Context: an optimization exercise on an open-source flow, tuned for small area, a short achievable clock period and few clock cycles per item. The choices shown serve that exercise and are no tape-out recipe.
In this exercise RTL edits were held to simulation tests only and were not proved equivalent to the original.

==> job 4312 <==
==> flow/design.v <==
package dls_pkg;
    localparam int DLS_LEVEL_FRAC_BITS = 30;
    localparam int COEF_W    = 17;
    localparam int COEF_FRAC = 16;
    localparam int STEP_W    = 13;
    localparam int CFG_IDX_W = 2;
    localparam int CFG_DATA_W = 17;
    localparam logic [CFG_IDX_W-1:0] REG_MODE     = 2'd0;
    localparam logic [CFG_IDX_W-1:0] REG_DECAY    = 2'd1;
    localparam logic [CFG_IDX_W-1:0] REG_STEP     = 2'd2;
    localparam logic [CFG_IDX_W-1:0] REG_BLOCKING = 2'd3;
    localparam logic [1:0] MODE_LINEAR  = 2'd0;
    localparam logic [1:0] MODE_HALF_SQ = 2'd1;
    localparam logic [1:0] MODE_SQ      = 2'd2;
    localparam logic [COEF_W-1:0] DECAY_MIN   = 17'd655;
    localparam logic [COEF_W-1:0] DECAY_MAX   = 17'd65536;
    localparam logic [COEF_W-1:0] DECAY_RESET = 17'd39322;
    localparam logic [STEP_W-1:0] STEP_MIN    = 13'd66;
    localparam logic [STEP_W-1:0] STEP_MAX    = 13'd6554;
    localparam logic [STEP_W-1:0] STEP_RESET  = 13'd6554;
    typedef struct packed {
        logic [1:0]        mode;
        logic [COEF_W-1:0] decay;
        logic [STEP_W-1:0] step_time;
        logic              blocking;
    } dls_cfg_t;
endpackage
module dls_cfg
(
    input  logic                  clk,
    input  logic                  rst_n,
    input  logic                  cfg_valid,
    output logic                  cfg_ready,
    input  logic [dls_pkg::CFG_IDX_W-1:0]  cfg_index,
    input  logic [dls_pkg::CFG_DATA_W-1:0] cfg_data,
    output logic [dls_pkg::COEF_W+dls_pkg::STEP_W+2:0] cfg
);
    dls_pkg::dls_cfg_t cfg_reg;
    dls_pkg::dls_cfg_t cfg_next;
    logic [dls_pkg::COEF_W-1:0] decay_in;
    logic [dls_pkg::STEP_W-1:0] step_in;
    assign cfg_ready = 1'b1;
    always_comb
    begin
        decay_in = cfg_data[dls_pkg::COEF_W-1:0];
        step_in  = cfg_data[dls_pkg::STEP_W-1:0];
        cfg_next = cfg_reg;
        if (cfg_valid)
        begin
            unique case (cfg_index)
                dls_pkg::REG_MODE:
                begin
                    if (cfg_data[1:0] == dls_pkg::MODE_HALF_SQ || cfg_data[1:0] == dls_pkg::MODE_SQ)
                    begin
                        cfg_next.mode = cfg_data[1:0];
                    end
                    else
                    begin
                        cfg_next.mode = dls_pkg::MODE_LINEAR;
                    end
                end
                dls_pkg::REG_DECAY:
                begin
                    if (decay_in < dls_pkg::DECAY_MIN)
                    begin
                        cfg_next.decay = dls_pkg::DECAY_MIN;
                    end
                    else if (decay_in > dls_pkg::DECAY_MAX)
                    begin
                        cfg_next.decay = dls_pkg::DECAY_MAX;
                    end
                    else
                    begin
                        cfg_next.decay = decay_in;
                    end
                end
                dls_pkg::REG_STEP:
                begin
                    if (step_in < dls_pkg::STEP_MIN)
                    begin
                        cfg_next.step_time = dls_pkg::STEP_MIN;
                    end
                    else if (step_in > dls_pkg::STEP_MAX)
                    begin
                        cfg_next.step_time = dls_pkg::STEP_MAX;
                    end
                    else
                    begin
                        cfg_next.step_time = step_in;
                    end
                end
                dls_pkg::REG_BLOCKING:
                begin
                    cfg_next.blocking = cfg_data[0];
                end
                default:
                begin
                    cfg_next = cfg_reg;
                end
            endcase
        end
    end
    always_ff @(posedge clk or negedge rst_n)
    begin
        if (!rst_n)
        begin
            cfg_reg.mode      <= dls_pkg::MODE_LINEAR;
            cfg_reg.decay     <= dls_pkg::DECAY_RESET;
            cfg_reg.step_time <= dls_pkg::STEP_RESET;
            cfg_reg.blocking  <= 1'b0;
        end
        else
        begin
            cfg_reg <= cfg_next;
        end
    end
    assign cfg = cfg_reg;
endmodule
module dls_booth
(
    input  logic [16:0] b,
    output logic [8:0]  one,
    output logic [8:0]  two,
    output logic [8:0]  neg
);
    logic [18:0] bx;
    assign bx = {1'b0, b, 1'b0};
    always_comb
    begin
        for (int i = 0; i < 9; i++)
        begin
            logic [2:0] t;
            t      = bx[2*i +: 3];
            one[i] = t[0] ^ t[1];
            two[i] = (t == 3'b011) || (t == 3'b100);
            neg[i] = t[2] & ~(t[1] & t[0]);
        end
    end
endmodule
module dls_mul
#(
    parameter int OP_W = 32
)
(
    input  logic [OP_W-1:0] a,
    input  logic [8:0]      one,
    input  logic [8:0]      two,
    input  logic [8:0]      neg,
    input  logic [16:0]     c,
    input  logic [OP_W-1:0] h,
    output logic [OP_W:0]   result
);
    localparam int ROWS  = 9;
    localparam int PP_W  = OP_W + 2;
    localparam int SUM_W = OP_W + 17;
    localparam logic [SUM_W-1:0] SIGN_FIX = SUM_W'(0) - (SUM_W'((4**ROWS - 1) / 3) << (PP_W - 1));
    logic [SUM_W-1:0] rows [ROWS];
    logic [SUM_W-1:0] negs;
    logic [SUM_W-1:0] sum;
    logic [PP_W-1:0]  a_x;
    assign a_x = {{2{a[OP_W-1]}}, a};
    always_comb
    begin
        negs = '0;
        for (int i = 0; i < ROWS; i++)
        begin
            logic [PP_W-1:0] mag;
            logic [PP_W-1:0] pp;
            mag = (one[i] ? a_x : '0) | (two[i] ? (a_x << 1) : '0);
            pp  = neg[i] ? ~mag : mag;
            rows[i] = SUM_W'({~pp[PP_W-1], pp[PP_W-2:0]}) << (2*i);
            negs[2*i] = neg[i];
        end
    end
    always_comb
    begin
        sum = SIGN_FIX + SUM_W'(c) + (SUM_W'(h) << 16) + negs;
        for (int i = 0; i < ROWS; i++)
        begin
            sum = sum + rows[i];
        end
    end
    assign result = sum[SUM_W-1:16];
endmodule
module damped_level_smoother
#(
    parameter int LEVEL_FRAC_BITS = dls_pkg::DLS_LEVEL_FRAC_BITS
)
(
    input  logic                  clk,
    input  logic                  rst_n,
    input  logic                  in_valid,
    output logic                  in_stall,
    input  logic                  func,
    input  logic [7:0]            data_value,
    output logic                  out_valid,
    input  logic                  out_stall,
    output logic [7:0]            level_byte,
    output logic [16:0]           level_q16,
    output logic                  busy_res,
    input  logic                  cfg_valid,
    output logic                  cfg_ready,
    input  logic [dls_pkg::CFG_IDX_W-1:0]  cfg_index,
    input  logic [dls_pkg::CFG_DATA_W-1:0] cfg_data
);
    localparam int LVL_W = LEVEL_FRAC_BITS + 1;
    localparam int SW    = LVL_W + 1;
    localparam int SNAP  = LEVEL_FRAC_BITS - 12;
    localparam logic [2:0] S_IDLE = 3'd0;
    localparam logic [2:0] S_FIX  = 3'd1;   
    localparam logic [2:0] S_M1   = 3'd2;   
    localparam logic [2:0] S_M2   = 3'd3;   
    localparam logic [2:0] S_M3   = 3'd4;   
    localparam logic [2:0] S_WB   = 3'd5;   
    dls_pkg::dls_cfg_t cfg;
    logic [2:0]       state_reg, state_next;
    logic [LVL_W-1:0] level_reg, level_next;
    logic [7:0]       last_target_reg;
    logic             up_reg;
    logic             to_target_reg;
    logic             busy_reg, busy_next;
    logic [SW-1:0]    d_reg, d_next;
    logic             out_valid_reg, out_valid_next;
    logic             out_free;
    logic             give;
    logic             in_take;
    logic             blocked;
    logic [LVL_W-1:0] target_in;
    logic [LVL_W-1:0] target;
    logic [LVL_W-1:0] level_new;
    logic [SW-1:0]    w;
    logic             near;
    logic             mul_state;
    logic             halve;
    logic             last_mul;
    logic [16:0]      rnd;
    logic [SW-1:0]    add_l;
    logic [SW:0]      mul_r;
    logic             to_target;
    logic [16:0]      coef_next;
    logic [8:0]       b_one, b_two, b_neg;
    logic [8:0]       one_reg, two_reg, neg_reg;
    logic             snap;
    function automatic logic [LVL_W-1:0] byte_level(input logic [7:0] b);
        logic [LVL_W-1:0] t;
        t = '0;
        for (int i = 0; i < LEVEL_FRAC_BITS; i++)
        begin
            t[i] = b[7 - ((LEVEL_FRAC_BITS - 1 - i) % 8)];
        end
        if (b == 8'hFF)
        begin
            t = LVL_W'(1) << LEVEL_FRAC_BITS;
        end
        byte_level = t;
    endfunction
    dls_cfg u_cfg
    (
        .clk       (clk),
        .rst_n     (rst_n),
        .cfg_valid (cfg_valid),
        .cfg_ready (cfg_ready),
        .cfg_index (cfg_index),
        .cfg_data  (cfg_data),
        .cfg       (cfg)
    );
    assign target_in = byte_level(data_value);
    assign target    = byte_level(last_target_reg);
    function automatic logic is_small(input logic [SW-1:0] x);
        is_small = (x[SW-1:SNAP] == '0) || ((&x[SW-1:SNAP]) && (|x[SNAP-1:0]));
    endfunction
    assign snap = is_small({1'b0, target} - d_reg);
    always_comb
    begin
        to_target = ((state_reg == S_WB) && snap) ||
                    ((state_reg == S_FIX) && to_target_reg) ||
                    ((state_reg == S_M1) && near);
        level_new = level_reg;
        if (to_target)
        begin
            level_new = target;
        end
        else if (state_reg == S_WB)
        begin
            level_new = d_reg[LVL_W-1:0];
        end
    end
    assign near      = is_small(d_reg);
    assign mul_state = (state_reg == S_M1 && !near) || (state_reg == S_M2) || (state_reg == S_M3);
    assign out_free  = !out_valid_reg || !out_stall;
    assign give      = out_free && ((state_reg == S_FIX) || (state_reg == S_WB) ||
                                    (state_reg == S_M1 && near));
    assign in_stall  = mul_state || !out_free;
    assign in_take   = in_valid && !in_stall;
    assign blocked   = cfg.blocking && (data_value == last_target_reg);
    assign w = {1'b0, target_in} - {1'b0, level_new};
    assign halve    = (state_reg == S_M1) && (cfg.mode == dls_pkg::MODE_HALF_SQ);
    assign last_mul = (state_reg == S_M3) ||
                      (state_reg == S_M2 && cfg.mode == dls_pkg::MODE_LINEAR);
    assign rnd      = up_reg ? 17'd0 : {halve, 16'hFFFF};
    assign add_l    = last_mul ? {1'b0, level_reg} : '0;
    assign coef_next = (state_next == S_M2) ? 17'(cfg.step_time) : cfg.decay;
    dls_booth u_booth
    (
        .b   (coef_next),
        .one (b_one),
        .two (b_two),
        .neg (b_neg)
    );
    dls_mul #(
        .OP_W (SW)
    ) u_mul
    (
        .a      (d_reg),
        .one    (one_reg),
        .two    (two_reg),
        .neg    (neg_reg),
        .c      (rnd),
        .h      (add_l),
        .result (mul_r)
    );
    always_comb
    begin
        state_next = state_reg;
        level_next = level_reg;
        busy_next  = busy_reg;
        d_next     = d_reg;
        unique case (state_reg)
            S_M1:
            begin
                if (near)
                begin
                    if (give)
                    begin
                        level_next = level_new;
                        busy_next  = 1'b0;
                        state_next = S_IDLE;
                    end
                end
                else
                begin
                    d_next     = halve ? mul_r[SW:1] : mul_r[SW-1:0];
                    state_next = S_M2;
                end
            end
            S_M2:
            begin
                d_next     = mul_r[SW-1:0];
                state_next = last_mul ? S_WB : S_M3;
            end
            S_M3:
            begin
                d_next     = mul_r[SW-1:0];
                state_next = S_WB;
            end
            default:
            begin
                if (give)
                begin
                    level_next = level_new;
                    busy_next  = (state_reg == S_WB) && !snap;
                    state_next = S_IDLE;
                end
            end
        endcase
        if (in_take)
        begin
            d_next     = w;
            state_next = (func || blocked) ? S_FIX : S_M1;
        end
    end
    always_comb
    begin
        out_valid_next = (out_valid_reg && out_stall) || give;
    end
    always_ff @(posedge clk or negedge rst_n)
    begin
        if (!rst_n)
        begin
            state_reg       <= S_IDLE;
            level_reg       <= '0;
            last_target_reg <= '0;
            busy_reg        <= 1'b0;
            out_valid_reg   <= 1'b0;
        end
        else
        begin
            state_reg     <= state_next;
            level_reg     <= level_next;
            busy_reg      <= busy_next;
            out_valid_reg <= out_valid_next;
            if (in_take)
            begin
                last_target_reg <= data_value;
            end
        end
    end
    always_ff @(posedge clk)
    begin
        d_reg <= d_next;
        one_reg <= b_one;
        two_reg <= b_two;
        neg_reg <= b_neg;
        if (in_take)
        begin
            up_reg        <= !w[SW-1];
            to_target_reg <= func;
        end
    end
    logic [8:0] lvl_top;
    assign lvl_top    = level_reg[LVL_W-1:LEVEL_FRAC_BITS-8];
    assign level_byte = 8'(lvl_top - 9'({level_reg[LEVEL_FRAC_BITS-9:0], 8'h00} < 38'(level_reg)));
    assign level_q16  = level_reg[LEVEL_FRAC_BITS:LEVEL_FRAC_BITS-16];
    assign busy_res   = busy_reg;
    assign out_valid  = out_valid_reg;
endmodule
==> flow/run.sh <==
#!/bin/bash
# synth_recipe.tcl (not shown) runs the flow's synth.tcl, then flattens the netlist and writes it again
# the make line also repeats each setting of config.mk as NAME=value (left out here)
make -C /OpenROAD-flow-scripts/flow DESIGN_CONFIG=/design/flow/config.mk WORK_HOME=/design/flow/orfs CLKGATE_MAP_FILE= SYNTH_SCRIPT=/design/flow/synth_recipe.tcl finish
==> flow/config.mk <==
export PLATFORM = sky130hd
export DESIGN_NAME = damped_level_smoother
export DESIGN_NICKNAME = damped_level_smoother
export VERILOG_FILES = /design/flow/design.v
export SDC_FILE = /design/flow/constraint.sdc
export NUM_CORES = 4
export LEC_CHECK = 0
export ABC_AREA = 1
export CAP_MARGIN = 20
export CORE_MARGIN = 2
export CORE_UTILIZATION = 40
export SETUP_SLACK_MARGIN = 2.5
export SLEW_MARGIN = 20
==> flow/constraint.sdc <==
create_clock -name core_clock -period 9.0 [get_ports {clk}]
set_input_delay 1.8000 -clock core_clock [delete_from_list [all_inputs] [get_ports {clk}]]
set_output_delay 1.8000 -clock core_clock [all_outputs]
set_load 0.01 [all_outputs]
==> job 6917: changes against job 4312 <==
--- a/flow/config.mk
+++ b/flow/config.mk
@@ -7,3 +7,2 @@
 export LEC_CHECK = 0
-export ABC_AREA = 1
 export CAP_MARGIN = 20
@@ -11,3 +10,2 @@
 export CORE_UTILIZATION = 40
-export SETUP_SLACK_MARGIN = 2.5
 export SLEW_MARGIN = 20
==> job 4913: changes against job 4312 <==
--- a/flow/design.v
+++ b/flow/design.v
@@ -118,23 +118,2 @@
 endmodule
-module dls_booth
-(
-    input  logic [16:0] b,
-    output logic [8:0]  one,
-    output logic [8:0]  two,
-    output logic [8:0]  neg
-);
-    logic [18:0] bx;
-    assign bx = {1'b0, b, 1'b0};
-    always_comb
-    begin
-        for (int i = 0; i < 9; i++)
-        begin
-            logic [2:0] t;
-            t      = bx[2*i +: 3];
-            one[i] = t[0] ^ t[1];
-            two[i] = (t == 3'b011) || (t == 3'b100);
-            neg[i] = t[2] & ~(t[1] & t[0]);
-        end
-    end
-endmodule
 module dls_mul
@@ -144,9 +123,7 @@
 (
-    input  logic [OP_W-1:0] a,
-    input  logic [8:0]      one,
-    input  logic [8:0]      two,
-    input  logic [8:0]      neg,
-    input  logic [16:0]     c,
-    input  logic [OP_W-1:0] h,
-    output logic [OP_W:0]   result
+    input  logic [OP_W-1:0]        a,
+    input  logic [16:0]            b,
+    input  logic [16:0]            c,
+    input  logic [OP_W-1:0]        h,
+    output logic [OP_W:0]          result
 );
@@ -156,2 +133,3 @@
     localparam logic [SUM_W-1:0] SIGN_FIX = SUM_W'(0) - (SUM_W'((4**ROWS - 1) / 3) << (PP_W - 1));
+    logic [18:0]      bx;
     logic [SUM_W-1:0] rows [ROWS];
@@ -160,2 +138,3 @@
     logic [PP_W-1:0]  a_x;
+    assign bx  = {1'b0, b, 1'b0};
     assign a_x = {{2{a[OP_W-1]}}, a};
@@ -166,8 +145,16 @@
         begin
+            logic [2:0]      t;
+            logic            one;
+            logic            two;
+            logic            neg;
             logic [PP_W-1:0] mag;
             logic [PP_W-1:0] pp;
-            mag = (one[i] ? a_x : '0) | (two[i] ? (a_x << 1) : '0);
-            pp  = neg[i] ? ~mag : mag;
+            t   = bx[2*i +: 3];
+            one = t[0] ^ t[1];
+            two = (t == 3'b011) || (t == 3'b100);
+            neg = t[2] & ~(t[1] & t[0]);
+            mag = (one ? a_x : '0) | (two ? (a_x << 1) : '0);
+            pp  = neg ? ~mag : mag;
             rows[i] = SUM_W'({~pp[PP_W-1], pp[PP_W-2:0]}) << (2*i);
-            negs[2*i] = neg[i];
+            negs[2*i] = neg;
         end
@@ -222,2 +209,3 @@
     logic [SW-1:0]    d_reg, d_next;
+    logic [16:0]      coef_reg;
     logic             out_valid_reg, out_valid_next;
@@ -239,5 +227,4 @@
     logic             to_target;
-    logic [16:0]      coef_next;
-    logic [8:0]       b_one, b_two, b_neg;
-    logic [8:0]       one_reg, two_reg, neg_reg;
+    logic [SW-1:0]    w_target;
+    logic [SW-1:0]    w_other;
     logic             snap;
@@ -274,20 +261,15 @@
     begin
-        to_target = ((state_reg == S_WB) && snap) ||
-                    ((state_reg == S_FIX) && to_target_reg) ||
-                    ((state_reg == S_M1) && near);
         level_new = level_reg;
-        if (to_target)
+        if (state_reg == S_WB)
         begin
-            level_new = target;
+            level_new = snap ? target : d_reg[LVL_W-1:0];
         end
-        else if (state_reg == S_WB)
+        else if (state_reg == S_FIX && to_target_reg)
         begin
-            level_new = d_reg[LVL_W-1:0];
+            level_new = target;
         end
     end
-    assign near      = is_small(d_reg);
-    assign mul_state = (state_reg == S_M1 && !near) || (state_reg == S_M2) || (state_reg == S_M3);
+    assign mul_state = (state_reg == S_M1) || (state_reg == S_M2) || (state_reg == S_M3);
     assign out_free  = !out_valid_reg || !out_stall;
-    assign give      = out_free && ((state_reg == S_FIX) || (state_reg == S_WB) ||
-                                    (state_reg == S_M1 && near));
+    assign give      = out_free && ((state_reg == S_FIX) || (state_reg == S_WB));
     assign in_stall  = mul_state || !out_free;
@@ -295,3 +277,7 @@
     assign blocked   = cfg.blocking && (data_value == last_target_reg);
-    assign w = {1'b0, target_in} - {1'b0, level_new};
+    assign to_target = (state_reg == S_WB) ? snap : ((state_reg == S_FIX) && to_target_reg);
+    assign w_target  = {1'b0, target_in} - {1'b0, target};
+    assign w_other   = {1'b0, target_in} - ((state_reg == S_WB) ? d_reg : {1'b0, level_reg});
+    assign w         = to_target ? w_target : w_other;
+    assign near      = to_target ? is_small(w_target) : is_small(w_other);
     assign halve    = (state_reg == S_M1) && (cfg.mode == dls_pkg::MODE_HALF_SQ);
@@ -301,10 +287,2 @@
     assign add_l    = last_mul ? {1'b0, level_reg} : '0;
-    assign coef_next = (state_next == S_M2) ? 17'(cfg.step_time) : cfg.decay;
-    dls_booth u_booth
-    (
-        .b   (coef_next),
-        .one (b_one),
-        .two (b_two),
-        .neg (b_neg)
-    );
     dls_mul #(
@@ -314,5 +292,3 @@
         .a      (d_reg),
-        .one    (one_reg),
-        .two    (two_reg),
-        .neg    (neg_reg),
+        .b      (coef_reg),
         .c      (rnd),
@@ -330,16 +306,4 @@
             begin
-                if (near)
-                begin
-                    if (give)
-                    begin
-                        level_next = level_new;
-                        busy_next  = 1'b0;
-                        state_next = S_IDLE;
-                    end
-                end
-                else
-                begin
-                    d_next     = halve ? mul_r[SW:1] : mul_r[SW-1:0];
-                    state_next = S_M2;
-                end
+                d_next     = halve ? mul_r[SW:1] : mul_r[SW-1:0];
+                state_next = S_M2;
             end
@@ -368,3 +332,3 @@
             d_next     = w;
-            state_next = (func || blocked) ? S_FIX : S_M1;
+            state_next = (func || blocked || near) ? S_FIX : S_M1;
         end
@@ -400,5 +364,3 @@
         d_reg <= d_next;
-        one_reg <= b_one;
-        two_reg <= b_two;
-        neg_reg <= b_neg;
+        coef_reg <= (state_next == S_M2) ? 17'(cfg.step_time) : cfg.decay;
         if (in_take)
@@ -406,3 +368,3 @@
             up_reg        <= !w[SW-1];
-            to_target_reg <= func;
+            to_target_reg <= func || (!blocked && near);
         end
--- a/flow/config.mk
+++ b/flow/config.mk
@@ -7,3 +7,2 @@
 export LEC_CHECK = 0
-export ABC_AREA = 1
 export CAP_MARGIN = 20
@@ -11,3 +10,2 @@
 export CORE_UTILIZATION = 40
-export SETUP_SLACK_MARGIN = 2.5
 export SLEW_MARGIN = 20
==> job 674: changes against job 4312 <==
--- a/flow/config.mk
+++ b/flow/config.mk
@@ -11,3 +11,3 @@
 export CORE_UTILIZATION = 40
-export SETUP_SLACK_MARGIN = 2.5
+export SETUP_SLACK_MARGIN = 3.0
 export SLEW_MARGIN = 20
==> summary.txt <==
Against job 674, the synthesized area of job 4913 is higher by about 0.7%.
Between job 6917 and job 4913, the lower die area is in job 6917 (gap 5.4%, measured against job 4913).
Against job 4312, the design area of job 4913 is lower by about 6%.
In job 4312 the count of clock-buffer cells in the layout is higher than in job 4913, by 2.
Against job 6917, the clock skew of job 674 is higher by 0.0019 ns.
Between job 6917 and job 674, the lower routed wire length is in job 6917 (gap about 14%, measured against job 674).
Core utilization: job 674 is higher than job 4913 (6.9 points).
Maximum frequency: job 674 > job 4312 > job 6917 > job 4913.
Worst setup slack: job 674 > job 4312 > job 6917 > job 4913.
==> figures <==
| quantity | job 674 | job 4913 | job 6917 | job 4312 |
|---|---|---|---|---|
| CP bufs+invs | 5 | 5 | 3 | 5 |
| Final cell count without fillers | 4,886 | 4,039 | 3,798 | 4,804 |
| Met2 wire len | 48,700 um | 43,900 um | 41,900 um | 46,500 um |
| Critical-path cell with the highest stage delay | sky130_fd_sc_hd__fa_1 | sky130_fd_sc_hd__ha_1 | sky130_fd_sc_hd__edfxtp_1 | sky130_fd_sc_hd__fa_1 |
| Height of the die | 265 um | 266 um | 258 um | 265 um |
| Area share of the largest cell type after synthesis | 19.0% | 19.4% | 19.9% | 19.0% |
| Unrepaired setup endpoints after global routing | true | false | false | true |
| Number of global-route vias before repair | 27,000 | 24,600 | 23,500 | 26,200 |
| Run status | finished clean | finished clean | finished clean | finished clean |
| Clock buffer and inverter area fraction after layout | 1.66% | 1.99% | 2.25% | 1.80% |
| Synthesized-area fraction occupied by xor and xnor cells | 9.81% | 11.4% | 11.8% | 9.81% |
| Arrival time worst endpoint | 6.29 ns | 8.35 ns | 8.32 ns | 6.51 ns |
| Multi-input combinational cell area | 22,600 sq um | 21,700 sq um | 20,100 sq um | 20,900 sq um |
| Met3 global-route usage | 6.82% | 4.40% | 6.49% | 7.34% |
| Synthesized net count | 4,342 | 3,776 | 3,537 | 4,342 |
| Number of flip-flops and latches | 137 | 128 | 137 | 137 |
| Stages on worst setup path | 23 | 26 | 22 | 22 |
| Adder-cell share of the synthesized area | 29.5% | 30.1% | 31.0% | 29.5% |
| R2r setup slk | 2.90 ns | 0.81 ns | 0.85 ns | 2.67 ns |
Testbench counts of job 4312, summed over its fixed seeds: cycles 49,107, items 19,200.
Testbench counts of job 6917, summed over its fixed seeds: cycles 49,107, items 19,200.
Testbench counts of job 4913, summed over its fixed seeds: cycles 49,107, items 19,200.
Testbench counts of job 674, summed over its fixed seeds: cycles 49,107, items 19,200.

port drivers added, routing unchanged:
No port has a modelled driver above. Below, the same layouts with a new extraction and two added sets of constraints. Step 1 sets driving cells, clkbuf_16 on the clock port and buf_2 on the other inputs (assumed; they add their load-dependent delay and slew). Step 2 adds t to the input delays and takes it off the output delays; t is the mean of the earliest and latest rising clock arrival at the registers after step 1. Input paths then give back, and output paths get back, about the clock's delay inside the block. Three values: no drivers, after step 1, after step 2; two values: the first two.
| run | t (ns) | setup slack, ns | worst register clock-pin slew, ns | cell pins on the clock port's net |
|---|---|---|---|---|
| job 4312 | 0.494 | 2.669 / 2.669 / 2.669 | 0.07 / 0.07 | 1 |
| job 6917 | 0.506 | 0.846 / 0.846 / 0.846 | 0.08 / 0.08 | 1 |
| job 4913 | 0.498 | 0.810 / 0.810 / 0.810 | 0.08 / 0.08 | 1 |
| job 674 | 0.508 | 2.902 / 2.902 / 2.902 | 0.08 / 0.08 | 1 |
After both steps setup and hold are still met in every run listed.
